From an optimization exercise on the open Yosys and OpenROAD flow, aimed at small area and a short achievable clock period; shortcuts taken in it are not production practice. Function was checked by simulation only, so behaviour that the tests miss may differ from the original.

[flow/design.v]
package sdramPkg;
    typedef logic [21:0] wordAddrT;
    typedef logic [15:0] dataT;      
    typedef logic [7:0]  lengthT;    
    typedef logic [6:0]  countT;     
    typedef enum logic [2:0] {
        nop         = 3'b111,
        active      = 3'b011,
        read        = 3'b101,
        write       = 3'b100,
        burstTerm   = 3'b110,
        precharge   = 3'b010,
        autoRefresh = 3'b001,
        loadMode    = 3'b000
    } sdrCmdT;
    localparam int casLatency = 2;
    localparam int tRcd       = 2;    
    localparam int tRp        = 2;    
    localparam int tRfc       = 7;    
    localparam logic [11:0] modeWord = 12'b00_0_00_010_0_111;
endpackage
`timescale 1ns/10ps
module burstFifo
#(
    parameter int fifoDepth = 64
)
(
    input  logic  CLK,
    input  logic  RESET_N,
    input  logic  clear,       
    input  logic  push,
    input  sdramPkg::dataT  pushData,
    input  logic  pop,
    output sdramPkg::dataT  headData,    
    output sdramPkg::countT count,
    output logic  full,
    output logic  empty
);
    localparam int ptrW = $clog2(fifoDepth);
    sdramPkg::dataT           mem [fifoDepth];
    logic [ptrW-1:0] wrPtr;
    logic [ptrW-1:0] rdPtr;
    logic           doPush;
    logic           doPop;
    assign doPush = push && !full;     
    assign doPop  = pop && !empty;     
    always_ff @(posedge CLK or negedge RESET_N)
    begin
        if (!RESET_N)
        begin
            wrPtr <= '0;
            rdPtr <= '0;
            count <= '0;
        end
        else if (clear)
        begin
            wrPtr <= '0;
            rdPtr <= '0;
            count <= '0;
        end
        else
        begin
            if (doPush)
                wrPtr <= (wrPtr == ptrW'(fifoDepth - 1)) ? '0 : wrPtr + 1'b1;
            if (doPop)
                rdPtr <= (rdPtr == ptrW'(fifoDepth - 1)) ? '0 : rdPtr + 1'b1;
            case ({doPush, doPop})
                2'b10:   count <= count + 1'b1;
                2'b01:   count <= count - 1'b1;
                default: count <= count;    
            endcase
        end
    end
    always_ff @(posedge CLK)
    begin
        if (doPush)
            mem[wrPtr] <= pushData;
    end
    assign headData = mem[rdPtr];    
    assign full     = (count == sdramPkg::countT'(fifoDepth));
    assign empty    = (count == '0);
endmodule
`timescale 1ns/10ps
module burstScheduler
#(
    parameter int fifoDepth = 64
)
(
    input  logic     CLK,
    input  logic     RESET_N,
    input  logic     wrLoad,
    input  sdramPkg::wordAddrT wrStartAddr,
    input  sdramPkg::wordAddrT wrMaxAddr,
    input  sdramPkg::lengthT   wrLength,
    input  logic     rdLoad,
    input  sdramPkg::wordAddrT rdStartAddr,
    input  sdramPkg::wordAddrT rdMaxAddr,
    input  sdramPkg::lengthT   rdLength,
    input  sdramPkg::countT    wrCount,
    input  sdramPkg::countT    rdCount,
    output logic     burstReq,
    output logic     burstWrite,
    output sdramPkg::wordAddrT burstAddr,
    output sdramPkg::lengthT   burstLen,
    input  logic     burstAck,
    input  logic     burstDone
);
    sdramPkg::wordAddrT wrOfs;        
    sdramPkg::wordAddrT rdOfs;        
    logic     holding;      
    logic     wrStale;      
    logic     rdStale;
    logic     wrReady;
    logic     rdReady;
    function automatic sdramPkg::wordAddrT advanceOfs(sdramPkg::wordAddrT startAddr, sdramPkg::wordAddrT maxAddr,
                                            sdramPkg::wordAddrT ofs, sdramPkg::lengthT len);
        logic [22:0] nextEnd;
        nextEnd = 23'(startAddr) + 23'(ofs) + 23'(len) + 23'(len) - 23'd1;
        if (nextEnd > 23'(maxAddr))
            advanceOfs = '0;
        else
            advanceOfs = ofs + sdramPkg::wordAddrT'(len);
    endfunction
    assign wrReady = (wrLength != '0) && (wrCount >= wrLength);    
    assign rdReady = (rdLength != '0)
                     && ((int'(rdCount) + int'(rdLength)) <= fifoDepth);    
    always_ff @(posedge CLK or negedge RESET_N)
    begin
        if (!RESET_N)
        begin
            wrOfs      <= '0;
            rdOfs      <= '0;
            holding    <= 1'b0;
            burstReq   <= 1'b0;
            burstWrite <= 1'b0;
            wrStale    <= 1'b0;
            rdStale    <= 1'b0;
        end
        else
        begin
            if (burstAck)
                burstReq <= 1'b0;
            if (!holding && !wrLoad && !rdLoad && (wrReady || rdReady))
            begin
                holding    <= 1'b1;
                burstReq   <= 1'b1;
                burstWrite <= wrReady;
            end
            if (burstDone)
                holding <= 1'b0;
            if (wrLoad)
            begin
                wrOfs   <= '0;
                wrStale <= holding && burstWrite && !burstDone;
            end
            else if (burstDone && burstWrite)
            begin
                wrOfs   <= wrStale ? '0 : advanceOfs(wrStartAddr, wrMaxAddr, wrOfs, burstLen);
                wrStale <= 1'b0;
            end
            if (rdLoad)
            begin
                rdOfs   <= '0;
                rdStale <= holding && !burstWrite && !burstDone;
            end
            else if (burstDone && !burstWrite)
            begin
                rdOfs   <= rdStale ? '0 : advanceOfs(rdStartAddr, rdMaxAddr, rdOfs, burstLen);
                rdStale <= 1'b0;
            end
        end
    end
    always_ff @(posedge CLK)
    begin
        if (!holding)
        begin
            burstAddr <= wrReady ? wrStartAddr + wrOfs : rdStartAddr + rdOfs;
            burstLen  <= wrReady ? wrLength : rdLength;
        end
    end
endmodule
`timescale 1ns/10ps
module sdramSequencer
#(
    parameter int refreshInterval = 390,
    parameter int initDelay       = 100
)
(
    input  logic        CLK,
    input  logic        RESET_N,
    input  logic        burstReq,
    input  logic        burstWrite,
    input  sdramPkg::wordAddrT    burstAddr,
    input  sdramPkg::lengthT      burstLen,
    output logic        burstAck,
    output logic        burstDone,
    output logic        wrPop,
    input  sdramPkg::dataT        wrHead,
    output logic        rdPush,
    output sdramPkg::dataT        rdPushData,
    output logic [11:0] sdrAddr,
    output logic [1:0]  sdrBank,
    output logic        sdrCsN,
    output logic        sdrCke,
    output logic        sdrRasN,
    output logic        sdrCasN,
    output logic        sdrWeN,
    output logic [1:0]  sdrDqm,
    output sdramPkg::dataT        sdrDqOut,
    output logic        sdrDqOe,
    input  sdramPkg::dataT        sdrDqIn
);
    typedef enum logic [2:0] {
        stInit,
        stIdle,
        stRefresh,
        stActivate,
        stData,
        stTerminate,
        stPrecharge
    } seqStateT;
    localparam logic [15:0] preAllAt = 16'(initDelay - 1);
    localparam logic [15:0] refAt1   = preAllAt + 16'(sdramPkg::tRp);
    localparam logic [15:0] refAt2   = refAt1 + 16'(sdramPkg::tRfc);
    localparam logic [15:0] modeAt   = refAt2 + 16'(sdramPkg::tRfc);
    localparam logic [15:0] initEnd  = modeAt + 16'd2;    
    seqStateT    state;
    sdramPkg::sdrCmdT      cmd;
    logic [15:0] cnt;           
    logic [15:0] refTimer;
    logic [15:0] nextCyc;       
    logic [15:0] lenW;
    logic [15:0] preAt;         
    logic        refPending;
    logic        isWrite;
    sdramPkg::lengthT      lenReg;
    logic [7:0]  colReg;
    logic        inBurst;
    logic        dataNext;
    logic        pushNext;
    logic        dqOe;
    assign {sdrRasN, sdrCasN, sdrWeN} = cmd;
    assign sdrDqOut = wrHead;    
    assign sdrDqOe  = dqOe;
    assign wrPop    = dqOe;
    always_comb
    begin
        inBurst  = (state == stActivate) || (state == stData) || (state == stTerminate) || (state == stPrecharge);
        nextCyc  = cnt + 16'd1;
        lenW     = 16'(lenReg);
        preAt    = isWrite ? 16'(sdramPkg::tRcd) + lenW + 16'd1 : 16'(sdramPkg::tRcd + sdramPkg::casLatency) + lenW;
        dataNext = inBurst && (nextCyc >= 16'(sdramPkg::tRcd)) && (nextCyc < 16'(sdramPkg::tRcd) + lenW);
        pushNext = inBurst && !isWrite && (nextCyc > 16'(sdramPkg::tRcd + sdramPkg::casLatency))
                   && (nextCyc <= 16'(sdramPkg::tRcd + sdramPkg::casLatency) + lenW);
    end
    always_ff @(posedge CLK or negedge RESET_N)
    begin
        if (!RESET_N)
        begin
            state      <= stInit;
            cmd        <= sdramPkg::nop;
            cnt        <= '0;
            refTimer   <= '0;
            refPending <= 1'b0;
            sdrCke     <= 1'b0;
            sdrCsN     <= 1'b1;    
            sdrAddr    <= '0;
            sdrBank    <= '0;
            sdrDqm     <= 2'b11;
            dqOe       <= 1'b0;
            rdPush     <= 1'b0;
            burstAck   <= 1'b0;
            burstDone  <= 1'b0;
            isWrite    <= 1'b0;
            lenReg     <= '0;
            colReg     <= '0;
        end
        else
        begin
            sdrCke    <= 1'b1;
            cmd       <= sdramPkg::nop;      
            burstAck  <= 1'b0;
            burstDone <= 1'b0;
            sdrDqm    <= dataNext ? 2'b00 : 2'b11;
            dqOe      <= dataNext && isWrite;
            rdPush    <= pushNext;
            case (state)
                stInit:
                begin
                    cnt <= cnt + 16'd1;
                    if (cnt == preAllAt)
                    begin
                        sdrCsN  <= 1'b0;
                        cmd     <= sdramPkg::precharge;
                        sdrAddr <= 12'h400;    
                    end
                    else if ((cnt == refAt1) || (cnt == refAt2))
                        cmd <= sdramPkg::autoRefresh;
                    else if (cnt == modeAt)
                    begin
                        cmd     <= sdramPkg::loadMode;
                        sdrAddr <= sdramPkg::modeWord;
                        sdrBank <= '0;
                    end
                    else if (cnt == initEnd)
                        state <= stIdle;
                end
                stIdle:
                begin
                    cnt <= '0;
                    if (refPending)    
                    begin
                        cmd        <= sdramPkg::autoRefresh;
                        refPending <= 1'b0;
                        state      <= stRefresh;
                    end
                    else if (burstReq)
                    begin
                        cmd      <= sdramPkg::active;
                        sdrBank  <= burstAddr[21:20];
                        sdrAddr  <= burstAddr[19:8];    
                        colReg   <= burstAddr[7:0];
                        lenReg   <= burstLen;
                        isWrite  <= burstWrite;
                        burstAck <= 1'b1;
                        state    <= stActivate;
                    end
                end
                stRefresh:
                begin
                    cnt <= cnt + 16'd1;
                    if (nextCyc == 16'(sdramPkg::tRfc))
                        state <= stIdle;
                end
                stActivate:
                begin
                    cnt <= cnt + 16'd1;
                    if (nextCyc == 16'(sdramPkg::tRcd))
                    begin
                        cmd     <= isWrite ? sdramPkg::write : sdramPkg::read;
                        sdrAddr <= {4'b0000, colReg};    
                        state   <= stData;
                    end
                end
                stData:
                begin
                    cnt <= cnt + 16'd1;
                    if (nextCyc == 16'(sdramPkg::tRcd) + lenW)
                    begin
                        cmd   <= sdramPkg::burstTerm;    
                        state <= stTerminate;
                    end
                end
                stTerminate:
                begin
                    cnt <= cnt + 16'd1;
                    if (nextCyc == preAt)
                    begin
                        cmd     <= sdramPkg::precharge;
                        sdrAddr <= 12'h400;
                        state   <= stPrecharge;
                    end
                end
                stPrecharge:
                begin
                    cnt <= cnt + 16'd1;
                    if (nextCyc == preAt + 16'(sdramPkg::tRp))
                    begin
                        burstDone <= 1'b1;
                        state     <= stIdle;
                    end
                end
                default: state <= stIdle;
            endcase
            if (state != stInit)
            begin
                if (refTimer == 16'(refreshInterval - 1))
                begin
                    refTimer   <= '0;
                    refPending <= 1'b1;
                end
                else
                    refTimer <= refTimer + 16'd1;
            end
        end
    end
    always_ff @(posedge CLK)
    begin
        rdPushData <= sdrDqIn;
    end
endmodule
`timescale 1ns/10ps
module sdramCtrlTop
#(
    parameter int fifoDepth       = 64,
    parameter int refreshInterval = 390,
    parameter int initDelay       = 100
)
(
    input  logic        CLK,
    input  logic        RESET_N,
    input  sdramPkg::dataT        wrData,
    input  logic        wrValid,
    output logic        wrFull,
    input  logic        wrLoad,         
    input  sdramPkg::wordAddrT    wrStartAddr,
    input  sdramPkg::wordAddrT    wrMaxAddr,
    input  sdramPkg::lengthT      wrLength,
    output sdramPkg::dataT        rdData,
    input  logic        rdPop,
    output logic        rdEmpty,
    input  logic        rdLoad,
    input  sdramPkg::wordAddrT    rdStartAddr,
    input  sdramPkg::wordAddrT    rdMaxAddr,
    input  sdramPkg::lengthT      rdLength,
    output logic [11:0] sdrAddr,
    output logic [1:0]  sdrBank,
    output logic        sdrCsN,
    output logic        sdrCke,
    output logic        sdrRasN,
    output logic        sdrCasN,
    output logic        sdrWeN,
    output logic [1:0]  sdrDqm,
    output sdramPkg::dataT        sdrDqOut,
    output logic        sdrDqOe,
    input  sdramPkg::dataT        sdrDqIn
);
    sdramPkg::countT    wrCount;
    sdramPkg::countT    rdCount;
    sdramPkg::dataT     wrHead;
    logic     wrPop;
    logic     rdPush;
    sdramPkg::dataT     rdPushData;
    logic     burstReq;
    logic     burstWrite;
    sdramPkg::wordAddrT burstAddr;
    sdramPkg::lengthT   burstLen;
    logic     burstAck;
    logic     burstDone;
    burstFifo #(.fifoDepth(fifoDepth)) wrFifo (
        .CLK      (CLK),
        .RESET_N  (RESET_N),
        .clear    (wrLoad),
        .push     (wrValid),
        .pushData (wrData),
        .pop      (wrPop),
        .headData (wrHead),
        .count    (wrCount),
        .full     (wrFull),
        .empty    ()
    );
    burstFifo #(.fifoDepth(fifoDepth)) rdFifo (
        .CLK      (CLK),
        .RESET_N  (RESET_N),
        .clear    (rdLoad),
        .push     (rdPush),
        .pushData (rdPushData),
        .pop      (rdPop),
        .headData (rdData),
        .count    (rdCount),
        .full     (),
        .empty    (rdEmpty)
    );
    burstScheduler #(.fifoDepth(fifoDepth)) scheduler (
        .CLK         (CLK),
        .RESET_N     (RESET_N),
        .wrLoad      (wrLoad),
        .wrStartAddr (wrStartAddr),
        .wrMaxAddr   (wrMaxAddr),
        .wrLength    (wrLength),
        .rdLoad      (rdLoad),
        .rdStartAddr (rdStartAddr),
        .rdMaxAddr   (rdMaxAddr),
        .rdLength    (rdLength),
        .wrCount     (wrCount),
        .rdCount     (rdCount),
        .burstReq    (burstReq),
        .burstWrite  (burstWrite),
        .burstAddr   (burstAddr),
        .burstLen    (burstLen),
        .burstAck    (burstAck),
        .burstDone   (burstDone)
    );
    sdramSequencer #(
        .refreshInterval (refreshInterval),
        .initDelay       (initDelay)
    ) sequencer (
        .CLK        (CLK),
        .RESET_N    (RESET_N),
        .burstReq   (burstReq),
        .burstWrite (burstWrite),
        .burstAddr  (burstAddr),
        .burstLen   (burstLen),
        .burstAck   (burstAck),
        .burstDone  (burstDone),
        .wrPop      (wrPop),
        .wrHead     (wrHead),
        .rdPush     (rdPush),
        .rdPushData (rdPushData),
        .sdrAddr    (sdrAddr),
        .sdrBank    (sdrBank),
        .sdrCsN     (sdrCsN),
        .sdrCke     (sdrCke),
        .sdrRasN    (sdrRasN),
        .sdrCasN    (sdrCasN),
        .sdrWeN     (sdrWeN),
        .sdrDqm     (sdrDqm),
        .sdrDqOut   (sdrDqOut),
        .sdrDqOe    (sdrDqOe),
        .sdrDqIn    (sdrDqIn)
    );
endmodule
[flow/run.sh]
#!/bin/bash
# synth_recipe.tcl (not shown) runs the flow's synth.tcl, then flattens the netlist and writes it again
# the make line also repeats each setting of config.mk as NAME=value (left out here)
make -C /OpenROAD-flow-scripts/flow DESIGN_CONFIG=/design/flow/config.mk WORK_HOME=/design/flow/orfs CLKGATE_MAP_FILE= SYNTH_SCRIPT=/design/flow/synth_recipe.tcl finish
[flow/config.mk]
export PLATFORM = sky130hd
export DESIGN_NAME = sdramCtrlTop
export DESIGN_NICKNAME = sdramCtrlTop
export VERILOG_FILES = /design/flow/design.v
export SDC_FILE = /design/flow/constraint.sdc
export NUM_CORES = 4
export LEC_CHECK = 0
export CAP_MARGIN = 20
export CORE_MARGIN = 2
export CORE_UTILIZATION = 40
export SLEW_MARGIN = 20
[flow/constraint.sdc]
create_clock -name core_clock -period 10.0 [get_ports {CLK}]
set_input_delay 2.0000 -clock core_clock [delete_from_list [all_inputs] [get_ports {CLK}]]
set_output_delay 2.0000 -clock core_clock [all_outputs]
set_load 0.01 [all_outputs]
==> metrics.cfg <==
[grt]
grt_first_pass_wirelength_mm = 352
grt_pass1_vias = 50700
track_usage_pct = 19.6
grt_max_degree = 108
antenna_found_initial = 34
grt-ovfl-total = 0

[setup_path]
r2r_end = scheduler.rdOfs[13]
crit_arrival_ns = 8.29
worstPathRequired_ns = 10.76
cp-start-kind = input pin
endpoint_kind = flop
path_max_fanout = 21
worstSetupPathType = in -> reg
r2r_setup_slack_ns = 3.56
rr_worst_depth = 27
timing.rr.start = scheduler.rdOfs[1]

[floorplanning]
start_util_pct = 40.3
die_h_um = 497
pin_count = 198
num_rows = 180
die_x_um = 497
die_area_um2 = 247000
core_area_um2 = 241000

[yosys]
synth_nets = 5719
synth_flop_cell = edfxtp_1
syn_inst = 5283
syn_area_per_cell_um2 = 18.4
synth_top_area_cell = edfxtp_1
async_flop_share_pct = 7.26
synthXorXnorAreaFrac_pct = 1.45
yosys.area_share.simple_pct = 3.91
yosysWarnings = 3
synth_compound_area_share_pct = 3.55
ys_top_cells_by_area = edfxtp_1, mux4_2, dfrtp_1
synthAdderAreaFrac_pct = 3.98
synth_top_family_by_area = multiplexers
synth_seq_cells = 2258
ys_seq_area_share_pct = 68.9
synth.area.mux_share_pct = 16.1
synth_cell_types = 96
syn_area_um2 = 97000
synth_edf_count = 2078
netlist.area_leader.share_pct = 64.3

[cts]
tritoncts = built
post_cts_buffers = 0
clock-root-buffer = clkbuf_16
ctsHoldBuffers = 0
cts_resized = 0
clockBufferDepth = 3
clk_latency_ns = 0.89
clock_sinks = 2258
path_clk_slew_ns = 0.06
numCtsBuffers = 221
htreeDepth = 4

[timing]
setup_viol = 0
finalSetupTns_ns = 0
period_needed_ns = 7.53
maxSlewViolCount = 0
fmax_mhz = 133
hold_ws_ns = 0.445
rsz0062_at_grt = false
clock_skew_ns = 0.0479
hold_violations = 0
relSlewSlack_pct = 17.9
tightest_slew_ns = 1.23
fin_crit_sh_pct = 75.3

[outcome]
run_status = finished clean

[place]
dp.cells = 8604
place_congestion = 0.881
hpwl_mm = 147
numPortBuffers = 197

[layout]
final_common_cell = edfxtp_1
drive_above_1_share_pct = 23.4
layout.nets = 6078
syn_to_final_growth_pct = 14.3
stdcell_count = 9033
final_cell_mix = edfxtp_1, mux4_2, inv_1, ha_1, clkbuf_16

[routing]
ant_nets = 0
dr.pass1.iters = 6
routedWlPerCell_um = 26.8
vias = 50300
wl_mm = 242
drt_iter0_drc = 5268
drc = 0
avgViaCountPerCell = 5.56

[power_and_ir_drop]
power_uw = 19600
irDropWorstVdd_mv = 0.179
leakage_uw = 0.0364
p_per_area_nw_per_um2 = 176

[min_path]
whs_endpoint = sequencer.colReg[1]
hp-class = reg -> reg
worstHoldPathCells = 2
min_from = scheduler.burstAddr[1]

[run]
cap_violations = 0

[state kept, by name (all words and copies together) (netlist names), 7 cells and up]
register / flops
sequencer.sdrAddr: 12
sequencer.lenReg: 8
sequencer.rdPushData: 16
rdFifo.mem: 1024
scheduler.burstAddr: 22
scheduler.burstLen: 8
sequencer.colReg: 8
sequencer.refTimer: 16
sequencer.cnt: 16
wrFifo.mem: 1024
rdFifo.count: 7
scheduler.rdOfs: 22
scheduler.wrOfs: 22
wrFifo.count: 7
[synthesized netlist by cell type (47+ instances only)]
cell type  count
clkbuf_1     166
dfrtp_1      159
nor3_1        47
o21ai_0      146
nand2_1      182
nor2_1       293
edfxtp_1    2078
a21o_1        59
mux4_2       672
ha_1         269
nand3_1       71
a21oi_1      135
inv_1        293
buf_1         47
xnor2_1      118
[worst max-delay path: stages]
cell             delay (ns)
clkdlybuf4s50_1        0.48
inv_1                  0.05
ha_1                   0.31
inv_1                  0.13
fa_1                   0.43
ha_1                   0.21
inv_1                  0.08
fa_1                   0.21
nor2b_1                0.06
o21a_1                 0.17
o21a_1                 0.20
o41a_1                 0.36
a211oi_1               0.52
or3_1                  0.20
a311oi_1               0.09
nor2_1                 0.15
xnor2_1                0.13
ha_1                   0.26
a21o_1                 0.18
a21o_1                 0.18
nor2_1                 0.09
o211ai_1               0.09
o31ai_1                0.37
nand4b_1               0.44
buf_4                  0.37
nor2b_1                0.26
nand2_1                0.08
o21ai_0                0.18
[power by group]
| part | internal, uW | switching (uW) | total, uW |
|---|---|---|---|
| combinational | 378 | 586 | 964 |
| clock | 4620 | 3590 | 8210 |
| sequential | 10300 | 54.5 | 10400 |
| total | 15300 | 4230 | 19600 |
[worst max-delay path by stage]
stage                                     end            from  depth (start not counted)
final                     scheduler.rdOfs[13]  rdStartAddr[2]                         28
after global routing      scheduler.rdOfs[17]  rdStartAddr[2]                         28
after CTS                 scheduler.rdOfs[13]  rdStartAddr[2]                         28
after detailed placement  scheduler.rdOfs[13]  rdStartAddr[2]                         28
after global placement    scheduler.rdOfs[13]  rdStartAddr[2]                         28
after floorplan           scheduler.wrOfs[14]  wrStartAddr[3]                         27
[logic make-up (layout without fill, tap and decap cells)]
family / after synthesis / in the layout
compound gates: 534 / 534
simple gates: 800 / 800
flops: 2258 / 2258
buf+inv: 528 / 1076
xor+xnor: 155 / 155
other cells: 1 / 18
fa+ha+maj: 294 / 294
mux: 713 / 713
[stage by stage]
step | worst slack, ns | utilization [%] | instance area, um^2
2_1_floorplan | 2.97 | - | 97000
3_3_place_gp | 1.75 | 43.0 | 104000
3_5_place_dp | 1.70 | 43.0 | 104000
4_1_cts | 2.62 | 46.0 | 111000
5_1_grt | 2.00 | 46.0 | 111000
6_report | 2.47 | 46.0 | 111000
[metal layers]
layer | GRT usage, % | routed length, um
met5 | 0 | 77
met4 | 4.58 | 4740
met1 | 28.5 | 107000
met2 | 31.2 | 115000
met3 | 3.12 | 14700
[cell type report]
type / count / area, um^2
fill: 20300 / 130000
sequential: 2258 / 66900
multi-input combinational: 2497 / 28400
clock buffer: 273 / 5850
tap: 3185 / 3990
timing repair buffer: 368 / 3300
clock inverter: 139 / 1310
inverter: 296 / 1110
antenna: 17 / 42.5

==> afterwards: timing with drivers on the ports <==
The results above use ideal ports. As a check the final layout listed here was re-extracted and re-timed, cells and wires unchanged.
Step 1 (the two cells are an assumption about what drives the block):
set clk [get_ports {CLK}]
set_driving_cell -lib_cell sky130_fd_sc_hd__clkbuf_16 $clk
set_driving_cell -lib_cell sky130_fd_sc_hd__buf_2 [delete_from_list [all_inputs] $clk]
Step 2 also shifts input and output timing later by t, the mid clock arrival at the registers, as if the neighbouring blocks saw the same clock.
Three values: ideal ports, drivers, drivers and shift; two values: the first two.
shift t [ns]: 0.951
slack for setup (ns): 2.468 / 2.529 / 1.578
latest minus earliest clock arrival (ns): 0.054 / 0.053
worst data-port slew with drivers (ns): 0.21
After both steps setup and hold are still met in this run. The setup slack of this run moves by +0.061 ns with the drivers and by -0.890 ns with both steps.
